From an optimization exercise on the open Yosys and OpenROAD flow, aimed at small area; shortcuts taken in it are not production practice. The RTL was checked by simulation tests, not by an equivalence proof against the original design.

Setup of alpha:
Design snakeArenaTop, start of the top module:
module snakeArenaTop #(
	parameter int NUM_VENOMS = 3,
	parameter int MAX_HEALTH = 3
) (
	input  logic       vga_clk,
	input  logic       rstN,
	input  snakeArenaPkg::coordT      drawX,
	input  snakeArenaPkg::coordT      drawY,
	input  logic       blank,
	input  snakeArenaPkg::coordT      snake1X,
	input  snakeArenaPkg::coordT      snake1Y,
	input  snakeArenaPkg::coordT      snake2X,
	input  snakeArenaPkg::coordT      snake2Y,
	input  logic [NUM_VENOMS*10-1:0]      venomX,
	input  logic [NUM_VENOMS*10-1:0]      venomY,
	input  logic [NUM_VENOMS*10-1:0]      venomR,
	input  logic [NUM_VENOMS-1:0] venomActive,
	input  snakeArenaPkg::pixelColor  bgPixel,
	input  snakeArenaPkg::pixelColor  snake1Pixel,
	input  snakeArenaPkg::pixelColor  snake2Pixel,
	output logic [3:0] red,
	output logic [3:0] green,
	output logic [3:0] blue,
	output snakeArenaPkg::healthT     snake2Health,
	output logic       snake1Won
);
	logic snake1On;
	logic snake2On;
	logic [NUM_VENOMS-1:0] venomOn;
	logic heartOn;
	spriteHitTest #(
		.NUM_VENOMS(NUM_VENOMS)
	) i_spriteHitTest (
		.drawX(drawX), .drawY(drawY),
		.snake1X(snake1X), .snake1Y(snake1Y),
		.snake2X(snake2X), .snake2Y(snake2Y),
  ...
For scale: ~1400 cells after synthesis, about 16 flip-flops, about 210 I/O pins.
export LEC_CHECK = 0
export CAP_MARGIN = 20
export CORE_MARGIN = 2
export CORE_UTILIZATION = 40
export CTS_BUF_LIST = sky130_fd_sc_hd__clkbuf_4
export SLEW_MARGIN = 20
export SYNTH_HIERARCHICAL = 1
create_clock -name core_clock -period 14.0 [get_ports {vga_clk}]
standard.sh (not shown) runs the stock make flow with config.mk's settings and CLKGATE_MAP_FILE= SYNTH_SCRIPT=/design/flow/synth_recipe.tcl, a recipe that flattens the netlist after the stock synthesis.
==> flow/flow/run.sh <==
#!/bin/bash
# The standard layout, with each port buffered by the smallest buffer
# (buf_1) instead of the one buffer_ports picks by default.
set -euo pipefail
export BUFFER_PORTS_ARGS="-buffer_cell sky130_fd_sc_hd__buf_1"
bash standard.sh > standard.log 2>&1
Here is what was changed in the inputs of beta compared with alpha.
diff --git a/flow/design.v b/flow/design.v
--- a/flow/design.v
+++ b/flow/design.v
@@ -34,65 +34,51 @@
 	input  logic [NUM_VENOMS*10-1:0]     venomY,
 	input  logic [NUM_VENOMS*10-1:0]     venomR,
 	input  logic [NUM_VENOMS-1:0] venomActive,
 	input  snakeArenaPkg::pixelColor snake1Pixel,
 	input  snakeArenaPkg::pixelColor snake2Pixel,
 	output logic      snake1On,
 	output logic      snake2On,
 	output logic [NUM_VENOMS-1:0] venomOn
 );
 	snakeArenaPkg::coordT nx;
 	snakeArenaPkg::coordT ny;
-	assign nx = {~drawX[9:1], drawX[0]};
-	assign ny = {~drawY[9:1], drawY[0]};
+	assign nx = ~drawX;
+	assign ny = ~drawY;
 	logic s1x, s1y, s2x, s2y;
 	headAxis i_s1x (.np(nx), .c(snake1X), .near(s1x));
 	headAxis i_s1y (.np(ny), .c(snake1Y), .near(s1y));
 	headAxis i_s2x (.np(nx), .c(snake2X), .near(s2x));
 	headAxis i_s2y (.np(ny), .c(snake2Y), .near(s2y));
 	assign snake1On = s1x && s1y && (snake1Pixel.raw != TRANSPARENT_KEY);
 	assign snake2On = s2x && s2y && (snake2Pixel.raw != TRANSPARENT_KEY);
 	for (genvar i = 0; i < NUM_VENOMS; i++) begin : gVenom
 		logic hit;
 		venomCircle i_circle (
 			.nx(nx), .ny(ny),
 			.cx(venomX[10*i +: 10]), .cy(venomY[10*i +: 10]), .r(venomR[10*i +: 10]),
 			.hit(hit)
 		);
 		assign venomOn[i] = venomActive[i] && hit;
 	end
 endmodule
-module xorCell (
-	input  logic a,
-	input  logic b,
-	output logic y
-);
-	assign y = a ^ b;
-endmodule
-module ornCell (
-	input  logic a,
-	input  logic b,
-	output logic y
-);
-	assign y = a | ~b;
-endmodule
 module headAxis (
 	input  logic [9:0] np,
 	input  logic [9:0] c,
 	output logic       near
 );
 	logic [10:1] k;
 	logic [9:0] d;
 	logic neg;
-	xorCell u_s0 (.a(c[0]), .b(np[0]), .y(d[0]));
-	ornCell u_k1 (.a(c[0]), .b(np[0]), .y(k[1]));
+	assign d[0] = ~(c[0] ^ np[0]);
+	assign k[1] = c[0] | np[0];
 	for (genvar i = 1; i < 10; i++) begin : gBit
 		fullAdd u_fa (.a(c[i]), .b(np[i]), .c(k[i]), .s(d[i]), .co(k[i+1]));
 	end
 	assign neg = ~k[10];
 	assign near = neg ? ((&d[9:4]) && (d[3:0] >= 4'd5)) :
 		(~(|d[9:4]) && (d[3:0] <= 4'd12));
 endmodule
 module fullAdd (
 	input  logic a,
 	input  logic b,
 	input  logic c,
@@ -669,35 +655,35 @@
 	logic fs541;
 	logic fc542;
 	logic fs543;
 	logic fc544;
 	logic mc545;
 	logic fs546;
 	logic fc547;
 	logic fs548;
 	logic fc549;
 	logic ac550;
 	logic s551;
-	xorCell u2s (.a(cx[0]), .b(nx[0]), .y(tx_1));
-	ornCell u2k (.a(cx[0]), .b(nx[0]), .y(kx_2));
+	assign tx_1 = ~(cx[0] ^ nx[0]);
+	assign kx_2 = cx[0] | nx[0];
 	fullAdd u4 (.a(cx[1]), .b(nx[1]), .c(kx_2), .s(fs3), .co(fc4));
 	fullAdd u6 (.a(cx[2]), .b(nx[2]), .c(fc4), .s(fs5), .co(fc6));
 	fullAdd u8 (.a(cx[3]), .b(nx[3]), .c(fc6), .s(fs7), .co(fc8));
 	fullAdd u10 (.a(cx[4]), .b(nx[4]), .c(fc8), .s(fs9), .co(fc10));
 	fullAdd u12 (.a(cx[5]), .b(nx[5]), .c(fc10), .s(fs11), .co(fc12));
 	fullAdd u14 (.a(cx[6]), .b(nx[6]), .c(fc12), .s(fs13), .co(fc14));
 	fullAdd u16 (.a(cx[7]), .b(nx[7]), .c(fc14), .s(fs15), .co(fc16));
 	fullAdd u18 (.a(cx[8]), .b(nx[8]), .c(fc16), .s(fs17), .co(fc18));
 	fullAdd u20 (.a(cx[9]), .b(nx[9]), .c(fc18), .s(fs19), .co(fc20));
-	xorCell u22s (.a(cy[0]), .b(ny[0]), .y(ty_21));
-	ornCell u22k (.a(cy[0]), .b(ny[0]), .y(ky_22));
+	assign ty_21 = ~(cy[0] ^ ny[0]);
+	assign ky_22 = cy[0] | ny[0];
 	fullAdd u24 (.a(cy[1]), .b(ny[1]), .c(ky_22), .s(fs23), .co(fc24));
 	fullAdd u26 (.a(cy[2]), .b(ny[2]), .c(fc24), .s(fs25), .co(fc26));
 	fullAdd u28 (.a(cy[3]), .b(ny[3]), .c(fc26), .s(fs27), .co(fc28));
 	fullAdd u30 (.a(cy[4]), .b(ny[4]), .c(fc28), .s(fs29), .co(fc30));
 	fullAdd u32 (.a(cy[5]), .b(ny[5]), .c(fc30), .s(fs31), .co(fc32));
 	fullAdd u34 (.a(cy[6]), .b(ny[6]), .c(fc32), .s(fs33), .co(fc34));
 	fullAdd u36 (.a(cy[7]), .b(ny[7]), .c(fc34), .s(fs35), .co(fc36));
 	fullAdd u38 (.a(cy[8]), .b(ny[8]), .c(fc36), .s(fs37), .co(fc38));
 	fullAdd u40 (.a(cy[9]), .b(ny[9]), .c(fc38), .s(fs39), .co(fc40));
 	norCell u41 (.a(rn[0]), .b(rn[1]), .y(rp41));
 	norCell u42 (.a(rn[0]), .b(rn[2]), .y(rp42));
Notes after the runs:
- Status | beta and alpha | clean
- Between alpha and beta, the summed area of non-filler cells in the final layout figures differ only marginally.
- Diff beta..alpha | cell count of the worst reg-to-reg path | unchanged
- beta has less setup slack than alpha.
- Compared with alpha, in beta non-clock inverter total of the final layout shows an increase of 32; adder and majority cell fraction of the synthesized area grew by 0.25 points; worst slack on hold paths has remained practically unchanged.
- Summary of beta over alpha: utilization after layout ~0 delta.
- The global-route usage of beta exceeds that of alpha by 0.59 points.
- Comparing alpha against beta, there is no change at all in worst-path maximum fanout.
- Vertical die dimension delta (alpha -> beta): insignificant


Another version of the RTL of snakeArenaTop (not shown whole).
Size in the first run: roughly 1400 cells after synthesis, about 16 flip-flops, about 16000 um^2 of cells after synthesis.
==> module pixelCompositor, before the edit <==
module pixelCompositor (
	input  logic       blank,
	input  snakeArenaPkg::pixelColor  bgPixel,
	input  snakeArenaPkg::pixelColor  snake1Pixel,
	input  snakeArenaPkg::pixelColor  snake2Pixel,
	input  logic       snake1On,
	input  logic       snake2On,
	input  logic       venomOn,
	input  logic       heartOn,
	output snakeArenaPkg::pixelColor  nextPix
);
	logic use1, use2, useBg;
	logic passN;
	logic heartN;
	logic [11:0] selN;
	assign use1 = snake1On;
	assign use2 = ~snake1On & snake2On;
	assign useBg = ~snake1On & ~snake2On;
	assign passN = ~blank | heartOn | venomOn;
	assign heartN = ~(blank & heartOn);
	for (genvar b = 0; b < 12; b++) begin : gBit
		pixSel i_sel (
			.e1(use1), .e2(use2), .e3(useBg),
			.a(snake1Pixel.raw[b]), .b(snake2Pixel.raw[b]), .c(bgPixel.raw[b]),
			.yN(selN[b])
		);
		if (HEART_COLOR[b]) begin : gRed
			assign nextPix.raw[b] = ~((selN[b] | passN) & heartN);
		end else begin : gOther
			assign nextPix.raw[b] = ~(selN[b] | passN);
		end
	end
endmodule
Settings: LEC_CHECK=0, CAP_MARGIN=20, CORE_MARGIN=2, CORE_UTILIZATION=40, CTS_BUF_LIST=sky130_fd_sc_hd__clkbuf_4, GPL_TIMING_DRIVEN=0, SLEW_MARGIN=20, SYNTH_HIERARCHICAL=1; clock period 14.0 ns.
Scripts as last shown in full above: flow/flow/run.sh
Change:
--- a/flow/design.v
+++ b/flow/design.v
@@ -1127,7 +1127,7 @@
 		);
 		if (HEART_COLOR[b]) begin : gRed
-			assign nextPix.raw[b] = ~((selN[b] | passN) & heartN);
+			pixGate #(.FORCE(1'b1)) i_gate (.selN(selN[b]), .passN(passN), .heartN(heartN), .y(nextPix.raw[b]));
 		end else begin : gOther
-			assign nextPix.raw[b] = ~(selN[b] | passN);
+			pixGate #(.FORCE(1'b0)) i_gate (.selN(selN[b]), .passN(passN), .heartN(heartN), .y(nextPix.raw[b]));
 		end
 	end
@@ -1144,4 +1144,18 @@
 	assign yN = ~((e1 & a) | (e2 & b) | (e3 & c));
 endmodule
+module pixGate #(
+	parameter logic FORCE = 1'b0
+) (
+	input  logic selN,
+	input  logic passN,
+	input  logic heartN,
+	output logic y
+);
+	if (FORCE) begin : gForce
+		assign y = ~((selN | passN) & heartN);
+	end else begin : gPass
+		assign y = ~(selN | passN);
+	end
+endmodule
 `timescale 1ns/1ps
 import snakeArenaPkg::*;
Outcome: Worst hold slack is worse by 0.028 ns; clock-buffer cell count stays the same; register-to-register slack is worse by 0.04 ns; wire length came out higher slightly; critical path depth shrinks by 1; utilization is about the same; worst setup slack loses 0.19 ns; via count drops slightly.

[static timing again, ports no longer ideal]
No port has a modelled driver above. Below, the same layouts with a new extraction and two added sets of constraints.
Step 1 sets driving cells, clkbuf_16 on the clock port and buf_2 on the other inputs (assumed; they add their load-dependent delay and slew).
Step 2 times the ports against the registers' clock, not the clock port: input delays grow and output delays shrink by t, the midpoint of the rising clock arrivals with the driver on.
a / b / c = no drivers / after step 1 / after step 2; a / b = the first two.
| run | t (ns) | slack for setup (ns) | worst slew at a driven data input, ns | cell pins on the clock port's net |
|---|---|---|---|---|
| alpha | 0.292 | 1.267 / 1.265 / 0.973 | 0.15 | 1 |
| beta | 0.302 | 1.183 / 1.151 / 0.849 | 0.12 | 1 |
| the first run of note 2 | 0.303 | 0.964 / 0.958 / 0.655 | 0.10 | 1 |
| the second run of note 2 | 0.310 | 0.775 / 0.767 / 0.457 | 0.09 | 1 |
After both steps setup and hold are still met in every run listed. For beta, which loses most, drivers alone change the setup slack by -0.032 ns; drivers and shift together by -0.334 ns.
